This design comes from an exercise in tuning for small area, a short achievable clock period and few clock cycles per item on the open sky130 flow, not from production work.
Where RTL was checked, it was by simulation tests only, not by an equivalence proof against the original.
Power and IR drop assume default switching activity.

run a:
==> flow/design.v <==
package swam_pkg;
  localparam int LETTER_W = 5;
  localparam int S_TDATA_W = 8;
  localparam int S_TUSER_W = 2;
  localparam int M_TDATA_W = 8;
  typedef enum logic [S_TUSER_W-1:0] {
    OP_CLEAR   = 2'd0,
    OP_PATTERN = 2'd1,
    OP_TEXT    = 2'd2
  } swam_op_t;
endpackage
module sliding_window_anagram_match
#(
  parameter int MAX_PATTERN = 256,
  parameter int ALPHABET    = 26
) (
  input  logic                 clk,
  input  logic                 rst,
  input  logic                 s_tvalid,
  output logic                 s_tready,
  input  logic [swam_pkg::S_TDATA_W-1:0] s_tdata,    
  input  logic [swam_pkg::S_TUSER_W-1:0] s_tuser,    
  input  logic                 s_tlast,
  output logic                 m_tvalid,
  input  logic                 m_tready,
  output logic [swam_pkg::M_TDATA_W-1:0] m_tdata,    
  output logic                 m_tlast
);
  localparam int LW    = swam_pkg::LETTER_W;
  localparam int PTR_W = $clog2(MAX_PATTERN);           
  localparam int CNT_W = PTR_W + 1;                     
  localparam int FW    = 4;                             
  localparam int BL    = 1 << FW;                       
  localparam int NB    = MAX_PATTERN / BL - 1;          
  localparam int QD    = 4;                             
  logic          rdy_q;
  logic          s_fire, sym_ok;
  logic          clr1, pat1, txt1, last1;
  logic [LW-1:0] let1;
  assign s_tready = rdy_q;
  assign s_fire   = s_tvalid && rdy_q;
  assign sym_ok   = s_tdata[LW-1:0] < LW'(ALPHABET);
  always_ff @(posedge clk) begin
    clr1  <= rst || (s_fire && s_tuser == swam_pkg::OP_CLEAR);
    pat1  <= !rst && s_fire && s_tuser == swam_pkg::OP_PATTERN && sym_ok;
    txt1  <= !rst && s_fire && s_tuser == swam_pkg::OP_TEXT && sym_ok;
    let1  <= s_tdata[LW-1:0];
    last1 <= s_tlast;
  end
  logic [CNT_W-1:0] plen_m1;       
  logic [PTR_W-1:0] tcnt;          
  logic             full;          
  logic             tstart;        
  logic             ovf;
  logic             lmax;          
  logic             clr, lnz, pat_add, pat_drop, txt_win, win_dec;
  logic [LW-1:0]    tap;           
  assign clr      = clr1;          
  assign lnz      = !plen_m1[CNT_W-1];
  assign pat_add  = pat1 && !tstart && !lmax;
  assign pat_drop = pat1 && !tstart && lmax;
  assign txt_win  = txt1 && lnz;
  assign win_dec  = txt_win && full;
  always_ff @(posedge clk) begin
    if (clr) begin
      plen_m1 <= '1;
      tcnt    <= '0;
      full    <= 1'b0;
      tstart  <= 1'b0;
      ovf     <= 1'b0;
      lmax    <= 1'b0;
    end else begin
      if (pat_add) begin
        plen_m1 <= plen_m1 + CNT_W'(1);
        lmax    <= (plen_m1 == CNT_W'(MAX_PATTERN - 2));
      end
      if (txt_win && !full) begin
        tcnt <= tcnt + PTR_W'(1);
        if (tcnt == plen_m1[PTR_W-1:0]) full <= 1'b1;
      end
      if (txt1) tstart <= 1'b1;
      if (pat_drop) ovf <= 1'b1;
    end
  end
  logic [PTR_W-FW-1:0] nblk;
  logic [LW-1:0]       blk_out [NB+1];
  logic [LW-1:0]       seg_in [FW+1];
  assign nblk       = plen_m1[PTR_W-1:FW];
  assign blk_out[0] = let1;
  for (genvar j = 0; j < NB; j++) begin : g_blk
    logic [LW*BL-1:0] sr;
    logic             en;
    assign en = txt_win && (nblk > (PTR_W-FW)'(j));
    always_ff @(posedge clk) begin
      if (en) sr <= {sr[LW*BL-LW-1:0], blk_out[j]};
    end
    assign blk_out[j+1] = sr[LW*BL-1 -: LW];
  end
  assign seg_in[FW] = blk_out[nblk];
  for (genvar k = FW - 1; k >= 0; k--) begin : g_seg
    localparam int N = 1 << k;
    logic [LW*N-1:0] sr;
    logic            en;
    assign en = txt_win && plen_m1[k];
    always_ff @(posedge clk) begin
      if (en) begin
        if (N == 1) sr <= seg_in[k+1];
        else        sr <= {sr[LW*N-LW-1:0], seg_in[k+1]};
      end
    end
    assign seg_in[k] = plen_m1[k] ? sr[LW*N-1 -: LW] : seg_in[k+1];
  end
  always_ff @(posedge clk) begin
    if (txt_win) tap <= seg_in[0];
  end
  logic [CNT_W-1:0]    diff [ALPHABET];
  logic [ALPHABET-1:0] dz;
  for (genvar i = 0; i < ALPHABET; i++) begin : g_cnt
    logic hit_new, hit_old, up, dn;
    assign hit_new = (let1 == LW'(i));
    assign hit_old = win_dec && (tap == LW'(i));
    assign up = txt_win && hit_new && !hit_old;
    assign dn = (pat_add && hit_new) || (hit_old && !hit_new);
    always_ff @(posedge clk) begin
      if (clr)     diff[i] <= CNT_W'(1);
      else if (up) diff[i] <= {diff[i][CNT_W-2:0], diff[i][8] ^ diff[i][4]};
      else if (dn) diff[i] <= {diff[i][0] ^ diff[i][5], diff[i][CNT_W-1:1]};
    end
    assign dz[i] = (diff[i] == CNT_W'(1));
  end
  logic v2, last2, found, match, found_o;
  always_ff @(posedge clk) begin
    v2    <= txt1 && !rst;
    last2 <= last1;
  end
  assign match   = !lnz || (full && (&dz));
  assign found_o = found || match;
  always_ff @(posedge clk) begin
    if (clr)     found <= 1'b0;
    else if (v2) found <= found_o;
  end
  logic [3:0]        q  [QD];      
  logic [QD-1:0]     qv;           
  logic [3:0]        q_in;
  logic              pop, rdy_next;
  logic              mvld;         
  logic [2:0]        base;
  assign q_in = {last2, ovf, found_o, match};
  assign pop  = qv[0] && m_tready;
  logic       hold0, take1;
  logic [3:0] q0_next;
  assign hold0   = !pop && qv[0];
  assign take1   = pop && qv[1];
  assign q0_next = ({4{hold0}} & q[0]) | ({4{take1}} & q[1]) |
                   ({4{!hold0 && !take1}} & q_in);
  always_ff @(posedge clk) begin
    q[0] <= q0_next;
    for (int j = 1; j < QD; j++) begin
      if (pop) begin
        if (j + 1 < QD && qv[j+1]) q[j] <= q[j+1];
        else if (v2 && qv[j])     q[j] <= q_in;
      end else begin
        if (v2 && !qv[j] && qv[j-1]) q[j] <= q_in;
      end
    end
    mvld <= !rst && (v2 || (pop ? qv[1] : qv[0]));
    if (rst) begin
      qv <= '0;
    end else begin
      case ({pop, v2})
        2'b10:   qv <= qv >> 1;
        2'b01:   qv <= {qv[QD-2:0], 1'b1};
        default: qv <= qv;
      endcase
    end
  end
  always_comb begin
    base = 3'(v2) + 3'(txt1);
    for (int j = 0; j < QD; j++) base = base + 3'(qv[j]);
    case (base)
      3'd0, 3'd1, 3'd2: rdy_next = 1'b1;
      3'd3:             rdy_next = !s_fire || pop;
      default:          rdy_next = pop;
    endcase
  end
  always_ff @(posedge clk) begin
    if (rst) rdy_q <= 1'b1;
    else     rdy_q <= rdy_next;
  end
  assign m_tvalid = mvld;
  assign m_tdata  = {(swam_pkg::M_TDATA_W - 3)'(0), q[0][2:0]};
  assign m_tlast  = q[0][3];
endmodule
==> flow/config.mk <==
export PLATFORM = sky130hd
export DESIGN_NAME = sliding_window_anagram_match
export DESIGN_NICKNAME = sliding_window_anagram_match
export VERILOG_FILES = /design/flow/design.v
export SDC_FILE = /design/flow/constraint.sdc
export NUM_CORES = 4
export LEC_CHECK = 0
export CAP_MARGIN = 20
export CORE_MARGIN = 2
export CORE_UTILIZATION = 60
export CTS_BUF_LIST = sky130_fd_sc_hd__clkbuf_16
export CTS_CLUSTER_DIAMETER = 80
export CTS_CLUSTER_SIZE = 24
export SLEW_MARGIN = 20
==> flow/constraint.sdc <==
create_clock -name core_clock -period 13.0 [get_ports {clk}]
set_input_delay 2.6000 -clock core_clock [delete_from_list [all_inputs] [get_ports {clk}]]
set_output_delay 2.6000 -clock core_clock [all_outputs]
set_load 0.01 [all_outputs]
standard.sh (not shown) runs the stock make flow with config.mk's settings and CLKGATE_MAP_FILE= SYNTH_SCRIPT=/design/flow/synth_recipe.tcl, a recipe that flattens the netlist after the stock synthesis.
==> flow/flow/run.sh <==
#!/bin/bash
set -uo pipefail
bash standard.sh \
  BUFFER_PORTS_ARGS="-buffer_cell sky130_fd_sc_hd__buf_4" \
  SETUP_SLACK_MARGIN=9.2 \
  finish > standard.log 2>&1
Testbench counts of run a, summed over its fixed seeds: cycles 77,933, items 52,211.
Relative to run a, the following input files were edited for run b:
--- a/flow/design.v
+++ b/flow/design.v
@@ -147,20 +147,13 @@
   logic [2:0]        base;
   assign q_in = {last2, ovf, found_o, match};
   assign pop  = qv[0] && m_tready;
-  logic       hold0, take1;
-  logic [3:0] q0_next;
-  assign hold0   = !pop && qv[0];
-  assign take1   = pop && qv[1];
-  assign q0_next = ({4{hold0}} & q[0]) | ({4{take1}} & q[1]) |
-                   ({4{!hold0 && !take1}} & q_in);
   always_ff @(posedge clk) begin
-    q[0] <= q0_next;
-    for (int j = 1; j < QD; j++) begin
+    for (int j = 0; j < QD; j++) begin
       if (pop) begin
         if (j + 1 < QD && qv[j+1]) q[j] <= q[j+1];
-        else if (v2 && qv[j])     q[j] <= q_in;
+        else if (v2 && (j == 0 || qv[j]))      q[j] <= q_in;
       end else begin
-        if (v2 && !qv[j] && qv[j-1]) q[j] <= q_in;
+        if (v2 && !qv[j] && (j == 0 || qv[j-1])) q[j] <= q_in;
       end
     end
     mvld <= !rst && (v2 || (pop ? qv[1] : qv[0]));
==> run notes <==
Run b finished every step from synthesis to the final layout, and the layout passed the timing, DRC and antenna checks. Looking at worst-path cell with the longest stage delay, the dfxtp_4 result is from run a; the edfxtp_1 one comes from run b. Re fraction of registers with async set or reset after synthesis: no difference whatsoever between run b and run a. The die area of run b and that of run a are within noise of each other. The total congestion overflow after global routing of run a and that of run b are within noise of each other. Run b against run a: length of routed met2 wiring went up by about 3.7%, final instance area went up by about 0.36%, relative contribution of combinational cells to total power went up by 0.3 points, overall routing resource usage went down by 0.21 points, global placement routability congestion was more or less identical. Mapped cell area essentially unchanged between run a and run b.
For run b, only the layout was checked, not whether the RTL still works.

---

== 09-27 ==
// sliding_window_anagram_match: RTL as listed in full above, without the edits since
==> flow/config.mk <==
export PLATFORM = sky130hd
export DESIGN_NAME = sliding_window_anagram_match
export DESIGN_NICKNAME = sliding_window_anagram_match
export VERILOG_FILES = /design/flow/design.v
export SDC_FILE = /design/flow/constraint.sdc
export NUM_CORES = 4
export LEC_CHECK = 0
export CAP_MARGIN = 20
export CORE_MARGIN = 2
export CORE_UTILIZATION = 70
export CTS_BUF_LIST = sky130_fd_sc_hd__clkbuf_16
export CTS_CLUSTER_DIAMETER = 80
export CTS_CLUSTER_SIZE = 24
export SLEW_MARGIN = 20
==> flow/constraint.sdc <==
create_clock -name core_clock -period 13.0 [get_ports {clk}]
set_input_delay 2.6000 -clock core_clock [delete_from_list [all_inputs] [get_ports {clk}]]
set_output_delay 2.6000 -clock core_clock [all_outputs]
set_load 0.01 [all_outputs]
Scripts as last shown in full above: flow/flow/run.sh
Looking at the reports, 09-27 completed the entire flow and the layout it produced met the timing, DRC and antenna checks.
Testbench counts of 09-27, summed over its fixed seeds: cycles 77,933, items 52,211.
Relative to 09-27, the following input files were edited for 01-12:
--- a/flow/design.v
+++ b/flow/design.v
@@ -33,11 +33,11 @@
   localparam int BL    = 1 << FW;                       
   localparam int NB    = MAX_PATTERN / BL - 1;          
   localparam int QD    = 4;                             
-  logic          rdy_q;
+  logic          rdy_q, rdy_o;    
   logic          s_fire, sym_ok;
   logic          clr1, pat1, txt1, last1;
   logic [LW-1:0] let1;
-  assign s_tready = rdy_q;
+  assign s_tready = rdy_o;
   assign s_fire   = s_tvalid && rdy_q;
   assign sym_ok   = s_tdata[LW-1:0] < LW'(ALPHABET);
   always_ff @(posedge clk) begin
@@ -122,11 +122,11 @@
     assign up = txt_win && hit_new && !hit_old;
     assign dn = (pat_add && hit_new) || (hit_old && !hit_new);
     always_ff @(posedge clk) begin
-      if (clr)     diff[i] <= CNT_W'(1);
-      else if (up) diff[i] <= {diff[i][CNT_W-2:0], diff[i][8] ^ diff[i][4]};
-      else if (dn) diff[i] <= {diff[i][0] ^ diff[i][5], diff[i][CNT_W-1:1]};
+      if (clr)     diff[i] <= '0;
+      else if (up) diff[i] <= {diff[i][CNT_W-2:0], diff[i][8] ~^ diff[i][4]};
+      else if (dn) diff[i] <= {diff[i][0] ~^ diff[i][5], diff[i][CNT_W-1:1]};
     end
-    assign dz[i] = (diff[i] == CNT_W'(1));
+    assign dz[i] = (diff[i] == '0);
   end
   logic v2, last2, found, match, found_o;
   always_ff @(posedge clk) begin
@@ -187,6 +187,9 @@
     if (rst) rdy_q <= 1'b1;
     else     rdy_q <= rdy_next;
   end
+  always_ff @(posedge clk) begin
+    rdy_o <= rst || (base + 3'(s_fire) <= 3'(QD - 1) + 3'(pop));
+  end
   assign m_tvalid = mvld;
   assign m_tdata  = {(swam_pkg::M_TDATA_W - 3)'(0), q[0][2:0]};
   assign m_tlast  = q[0][3];
Findings:
- Per the final summary, 01-12 finished and its layout is clean on timing, DRC and antenna.
- 09-27 -> 01-12: depth of the CTS H-tree delta 0, exact match
- Comparing 09-27 against 01-12, there is no change at all in critical path depth in cells.
- | met1 layer usage reported by global route | higher: 09-27 |
- Relative to 09-27, hold slack increased by 0.0084 ns in 01-12.
- Between 01-12 and 09-27, it is 01-12 whose routed wire length is lower, by 4.1 mm.
- On post-route core utilization, 01-12 and 09-27 are basically level.
- 09-27 -> 01-12: combined flip-flop and latch cell area flat
- Comparing 01-12 and 09-27, the lower total global routing track utilization is on 01-12.
- Cmp 01-12 and 09-27 / area share of and/or/nand/nor cells after synthesis / lower: 01-12
- 01-12 vs 09-27 — number of non-clock inverters climbed by more than 10%
- Taking 09-27 as the reference, in 01-12 length of routed met3 wiring fell by 17%; via count fell by 1.7%.
- Area after synthesis (01-12 vs. 09-27) increases slightly
Only the layout flow was run in 01-12; the RTL was not checked for function there.

---

Another version of the RTL of sliding_window_anagram_match (not shown whole).
Size: about 3100 cells after synthesis, ~54000 sq um of cells after synthesis.
==> flow/design.v (excerpt) <==
module sliding_window_anagram_match
#(
  parameter int MAX_PATTERN = 256,
  parameter int ALPHABET    = 26
) (
  input  logic                 clk,
  input  logic                 rst,
  input  logic                 s_tvalid,
  output logic                 s_tready,
  input  logic [swam_pkg::S_TDATA_W-1:0] s_tdata,    
  input  logic [swam_pkg::S_TUSER_W-1:0] s_tuser,    
  input  logic                 s_tlast,
  output logic                 m_tvalid,
  input  logic                 m_tready,
  output logic [swam_pkg::M_TDATA_W-1:0] m_tdata,    
  output logic                 m_tlast
);
==> module sliding_window_anagram_match, before the edit <==
module sliding_window_anagram_match
#(
  parameter int MAX_PATTERN = 256,
  parameter int ALPHABET    = 26
) (
  input  logic                 clk,
  input  logic                 rst,
  input  logic                 s_tvalid,
  output logic                 s_tready,
  input  logic [swam_pkg::S_TDATA_W-1:0] s_tdata,    
  input  logic [swam_pkg::S_TUSER_W-1:0] s_tuser,    
  input  logic                 s_tlast,
  output logic                 m_tvalid,
  input  logic                 m_tready,
  output logic [swam_pkg::M_TDATA_W-1:0] m_tdata,    
  output logic                 m_tlast
);
  localparam int LW    = swam_pkg::LETTER_W;
  localparam int PTR_W = $clog2(MAX_PATTERN);           
  localparam int CNT_W = PTR_W + 1;                     
  localparam int FW    = 4;                             
  localparam int BL    = 1 << FW;                       
  localparam int NB    = MAX_PATTERN / BL - 1;          
  localparam int QD    = 4;                             
  logic          rdy_q;
  logic          s_fire, sym_ok;
  logic          clr1, pat1, txt1, last1;
  logic [LW-1:0] let1;
  assign s_tready = rdy_q;
  assign s_fire   = s_tvalid && rdy_q;
  assign sym_ok   = s_tdata[LW-1:0] < LW'(ALPHABET);
  always_ff @(posedge clk) begin
    clr1  <= rst || (s_fire && s_tuser == swam_pkg::OP_CLEAR);
    pat1  <= !rst && s_fire && s_tuser == swam_pkg::OP_PATTERN && sym_ok;
    txt1  <= !rst && s_fire && s_tuser == swam_pkg::OP_TEXT && sym_ok;
    let1  <= s_tdata[LW-1:0];
    last1 <= s_tlast;
  end
  logic [CNT_W-1:0] plen_m1;       
  logic [PTR_W-1:0] tcnt;          
  logic             full;          
  logic             tstart;        
  logic             ovf;
  logic             lmax;          
  logic             clr, lnz, pat_add, pat_drop, txt_win, win_dec;
  logic [LW-1:0]    tap;           
  assign clr      = clr1;          
  assign lnz      = !plen_m1[CNT_W-1];
  assign pat_add  = pat1 && !tstart && !lmax;
  assign pat_drop = pat1 && !tstart && lmax;
  assign txt_win  = txt1 && lnz;
  assign win_dec  = txt_win && full;
  always_ff @(posedge clk) begin
    if (clr) begin
      plen_m1 <= '1;
      tcnt    <= '0;
      full    <= 1'b0;
      tstart  <= 1'b0;
      ovf     <= 1'b0;
      lmax    <= 1'b0;
    end else begin
      if (pat_add) begin
        plen_m1 <= plen_m1 + CNT_W'(1);
        lmax    <= (plen_m1 == CNT_W'(MAX_PATTERN - 2));
      end
      if (txt_win && !full) begin
        tcnt <= tcnt + PTR_W'(1);
        if (tcnt == plen_m1[PTR_W-1:0]) full <= 1'b1;
      end
      if (txt1) tstart <= 1'b1;
      if (pat_drop) ovf <= 1'b1;
    end
  end
  logic [PTR_W-FW-1:0] nblk;
  logic [LW-1:0]       blk_out [NB+1];
  logic [LW-1:0]       seg_in [FW+1];
  assign nblk       = plen_m1[PTR_W-1:FW];
  assign blk_out[0] = let1;
  for (genvar j = 0; j < NB; j++) begin : g_blk
    logic [LW*BL-1:0] sr;
    logic             en;
    assign en = txt_win && (nblk > (PTR_W-FW)'(j));
    always_ff @(posedge clk) begin
      if (en) sr <= {sr[LW*BL-LW-1:0], blk_out[j]};
    end
    assign blk_out[j+1] = sr[LW*BL-1 -: LW];
  end
  assign seg_in[FW] = blk_out[nblk];
  for (genvar k = FW - 1; k >= 0; k--) begin : g_seg
    localparam int N = 1 << k;
    logic [LW*N-1:0] sr;
    logic            en;
    assign en = txt_win && plen_m1[k];
    always_ff @(posedge clk) begin
      if (en) begin
        if (N == 1) sr <= seg_in[k+1];
        else        sr <= {sr[LW*N-LW-1:0], seg_in[k+1]};
      end
    end
    assign seg_in[k] = plen_m1[k] ? sr[LW*N-1 -: LW] : seg_in[k+1];
  end
  always_ff @(posedge clk) begin
    if (txt_win) tap <= seg_in[0];
  end
  logic [CNT_W-1:0]    diff [ALPHABET];
  logic [ALPHABET-1:0] dz;
  for (genvar i = 0; i < ALPHABET; i++) begin : g_cnt
    logic hit_new, hit_old, up, dn;
    assign hit_new = (let1 == LW'(i));
    assign hit_old = win_dec && (tap == LW'(i));
    assign up = txt_win && hit_new && !hit_old;
    assign dn = (pat_add && hit_new) || (hit_old && !hit_new);
    always_ff @(posedge clk) begin
      if (clr)     diff[i] <= CNT_W'(1);
      else if (up) diff[i] <= {diff[i][CNT_W-2:0], diff[i][8] ^ diff[i][4]};
      else if (dn) diff[i] <= {diff[i][0] ^ diff[i][5], diff[i][CNT_W-1:1]};
    end
    assign dz[i] = (diff[i] == CNT_W'(1));
  end
  logic v2, last2, found, match, found_o;
  always_ff @(posedge clk) begin
    v2    <= txt1 && !rst;
    last2 <= last1;
  end
  assign match   = !lnz || (full && (&dz));
  assign found_o = found || match;
  always_ff @(posedge clk) begin
    if (clr)     found <= 1'b0;
    else if (v2) found <= found_o;
  end
  logic [3:0]        q  [QD];      
  logic [QD-1:0]     qv;           
  logic [3:0]        q_in;
  logic              pop, rdy_next;
  logic [2:0]        base;
  assign q_in = {last2, ovf, found_o, match};
  assign pop  = qv[0] && m_tready;
  always_ff @(posedge clk) begin
    for (int j = 0; j < QD; j++) begin
      if (pop) begin
        if (j + 1 < QD && qv[j+1]) q[j] <= q[j+1];
        else if (v2 && (j == 0 || qv[j]))      q[j] <= q_in;
      end else begin
        if (v2 && !qv[j] && (j == 0 || qv[j-1])) q[j] <= q_in;
      end
    end
    if (rst) begin
      qv <= '0;
    end else begin
      case ({pop, v2})
        2'b10:   qv <= qv >> 1;
        2'b01:   qv <= {qv[QD-2:0], 1'b1};
        default: qv <= qv;
      endcase
    end
  end
  always_comb begin
    base = 3'(v2) + 3'(txt1);
    for (int j = 0; j < QD; j++) base = base + 3'(qv[j]);
    case (base)
      3'd0, 3'd1, 3'd2: rdy_next = 1'b1;
      3'd3:             rdy_next = !s_fire || pop;
      default:          rdy_next = pop;
    endcase
  end
  always_ff @(posedge clk) begin
    if (rst) rdy_q <= 1'b1;
    else     rdy_q <= rdy_next;
  end
  assign m_tvalid = qv[0];
  assign m_tdata  = {(swam_pkg::M_TDATA_W - 3)'(0), q[0][2:0]};
  assign m_tlast  = q[0][3];
endmodule
Settings: LEC_CHECK=0, CAP_MARGIN=20, CORE_MARGIN=2, CORE_UTILIZATION=40, SLEW_MARGIN=20; clock period 13.0 ns.
run.sh (not shown) runs the stock make flow with config.mk's settings and CLKGATE_MAP_FILE= SYNTH_SCRIPT=/design/flow/synth_recipe.tcl, a recipe that flattens the netlist after the stock synthesis.
Stock flow here: none of the scripts above is used.
Rerun with:
--- a/flow/design.v
+++ b/flow/design.v
@@ -26,15 +26,13 @@
   output logic [swam_pkg::M_TDATA_W-1:0] m_tdata,    
   output logic                 m_tlast
 );
   localparam int LW    = swam_pkg::LETTER_W;
   localparam int PTR_W = $clog2(MAX_PATTERN);           
   localparam int CNT_W = PTR_W + 1;                     
-  localparam int FW    = 4;                             
-  localparam int BL    = 1 << FW;                       
-  localparam int NB    = MAX_PATTERN / BL - 1;          
+  localparam int NSEG  = PTR_W;                         
   localparam int QD    = 4;                             
   logic          rdy_q;
   logic          s_fire, sym_ok;
   logic          clr1, pat1, txt1, last1;
   logic [LW-1:0] let1;
   assign s_tready = rdy_q;
@@ -79,44 +77,29 @@
         if (tcnt == plen_m1[PTR_W-1:0]) full <= 1'b1;
       end
       if (txt1) tstart <= 1'b1;
       if (pat_drop) ovf <= 1'b1;
     end
   end
-  logic [PTR_W-FW-1:0] nblk;
-  logic [LW-1:0]       blk_out [NB+1];
-  logic [LW-1:0]       seg_in [FW+1];
-  assign nblk       = plen_m1[PTR_W-1:FW];
-  assign blk_out[0] = let1;
-  for (genvar j = 0; j < NB; j++) begin : g_blk
-    logic [LW*BL-1:0] sr;
-    logic             en;
-    assign en = txt_win && (nblk > (PTR_W-FW)'(j));
-    always_ff @(posedge clk) begin
-      if (en) sr <= {sr[LW*BL-LW-1:0], blk_out[j]};
-    end
-    assign blk_out[j+1] = sr[LW*BL-1 -: LW];
-  end
-  assign seg_in[FW] = blk_out[nblk];
-  for (genvar k = FW - 1; k >= 0; k--) begin : g_seg
+  logic [LW-1:0] seg_in [NSEG+1];
+  assign seg_in[NSEG] = let1;
+  for (genvar k = NSEG - 1; k >= 0; k--) begin : g_seg
     localparam int N = 1 << k;
     logic [LW*N-1:0] sr;
-    logic            en;
-    assign en = txt_win && plen_m1[k];
     always_ff @(posedge clk) begin
-      if (en) begin
+      if (txt_win) begin
         if (N == 1) sr <= seg_in[k+1];
         else        sr <= {sr[LW*N-LW-1:0], seg_in[k+1]};
       end
     end
     assign seg_in[k] = plen_m1[k] ? sr[LW*N-1 -: LW] : seg_in[k+1];
   end
   always_ff @(posedge clk) begin
     if (txt_win) tap <= seg_in[0];
   end
-  logic [CNT_W-1:0]    diff [ALPHABET];
+  logic [CNT_W-1:0] diff [ALPHABET];
   logic [ALPHABET-1:0] dz;
   for (genvar i = 0; i < ALPHABET; i++) begin : g_cnt
     logic hit_new, hit_old, up, dn;
     assign hit_new = (let1 == LW'(i));
     assign hit_old = win_dec && (tap == LW'(i));
     assign up = txt_win && hit_new && !hit_old;
@@ -139,14 +122,14 @@
     if (clr)     found <= 1'b0;
     else if (v2) found <= found_o;
   end
   logic [3:0]        q  [QD];      
   logic [QD-1:0]     qv;           
   logic [3:0]        q_in;
-  logic              pop, rdy_next;
-  logic [2:0]        base;
+  logic              pop;
+  logic [2:0]        n_q, tokens;
   assign q_in = {last2, ovf, found_o, match};
   assign pop  = qv[0] && m_tready;
   always_ff @(posedge clk) begin
     for (int j = 0; j < QD; j++) begin
       if (pop) begin
         if (j + 1 < QD && qv[j+1]) q[j] <= q[j+1];
@@ -163,22 +146,18 @@
         2'b01:   qv <= {qv[QD-2:0], 1'b1};
         default: qv <= qv;
       endcase
     end
   end
   always_comb begin
-    base = 3'(v2) + 3'(txt1);
-    for (int j = 0; j < QD; j++) base = base + 3'(qv[j]);
-    case (base)
-      3'd0, 3'd1, 3'd2: rdy_next = 1'b1;
-      3'd3:             rdy_next = !s_fire || pop;
-      default:          rdy_next = pop;
-    endcase
+    n_q = '0;
+    for (int j = 0; j < QD; j++) n_q = n_q + 3'(qv[j]);
+    tokens = n_q + 3'(v2) + 3'(txt1) + 3'(s_fire) - 3'(pop);
   end
   always_ff @(posedge clk) begin
     if (rst) rdy_q <= 1'b1;
-    else     rdy_q <= rdy_next;
+    else     rdy_q <= (tokens <= 3'(QD - 1));
   end
   assign m_tvalid = qv[0];
   assign m_tdata  = {(swam_pkg::M_TDATA_W - 3)'(0), q[0][2:0]};
   assign m_tlast  = q[0][3];
 endmodule
After rerunning: The changed run passed the timing, DRC and antenna checks. First-iteration DRC count is lower by 2.0%. Power rises by 0.44%. Setup slack gets worse by 450 ps. Final cell count is higher by 0.31%. Global-route usage drops by 0.33 points. Cell area goes up by 0.48%. Sequential power is about the same. Clock skew is about the same. Hold slack hardly moves. Critical path depth went up by 9. Wire length came out lower by 1.6%. Sequential share of layout area falls by 0.34 points. Utilization goes up by 0.10 points. Area after synthesis grows by 0.66%.
No functional check of the RTL was part of any run of this note.

## static timing again, ports no longer ideal
Ports are ideal in the flow. The routed layouts listed here were re-timed in OpenROAD.
Step 1 (the two cells are an assumption about what drives the block):
set clk [get_ports {clk}]
set_driving_cell -lib_cell sky130_fd_sc_hd__clkbuf_16 $clk
set_driving_cell -lib_cell sky130_fd_sc_hd__buf_2 [delete_from_list [all_inputs] $clk]
Step 2 times the ports against the registers' clock, not the clock port: input delays grow and output delays shrink by t, the midpoint of the rising clock arrivals with the driver on.
Three values: no drivers, after step 1, after step 2; two values: the first two.
| run | t, ns | setup slack, ns | hold WS [ns] | slew at the worst register clock pin (ns) | worst slew at a driven data input, ns |
|---|---|---|---|---|---|
| run a | 0.724 | 9.249 / 9.185 / 8.980 | 0.336 / 0.336 / 0.336 | 0.10 / 0.10 | 0.03 |
| run b | 0.718 | 9.216 / 9.145 / 9.231 | 0.344 / 0.344 / 0.344 | 0.10 / 0.10 | 0.03 |
| 09-27 | 0.709 | 9.272 / 9.202 / 8.982 | 0.340 / 0.340 / 0.340 | 0.10 / 0.10 | 0.03 |
| 01-12 | 0.722 | 9.252 / 9.181 / 9.006 | 0.348 / 0.348 / 0.348 | 0.10 / 0.10 | 0.04 |
| the first run of note 3 | 0.812 | 8.470 / 8.404 / 8.471 | 0.327 / 0.327 / 0.327 | 0.06 / 0.06 | 0.03 |
| the second run of note 3 | 0.829 | 8.022 / 8.065 / 7.236 | 0.329 / 0.329 / 0.329 | 0.07 / 0.07 | 0.06 |
After both steps setup and hold are still met in every run listed. The setup slack of the second run of note 3, which loses most, moves by +0.043 ns with the drivers and by -0.786 ns with both steps.
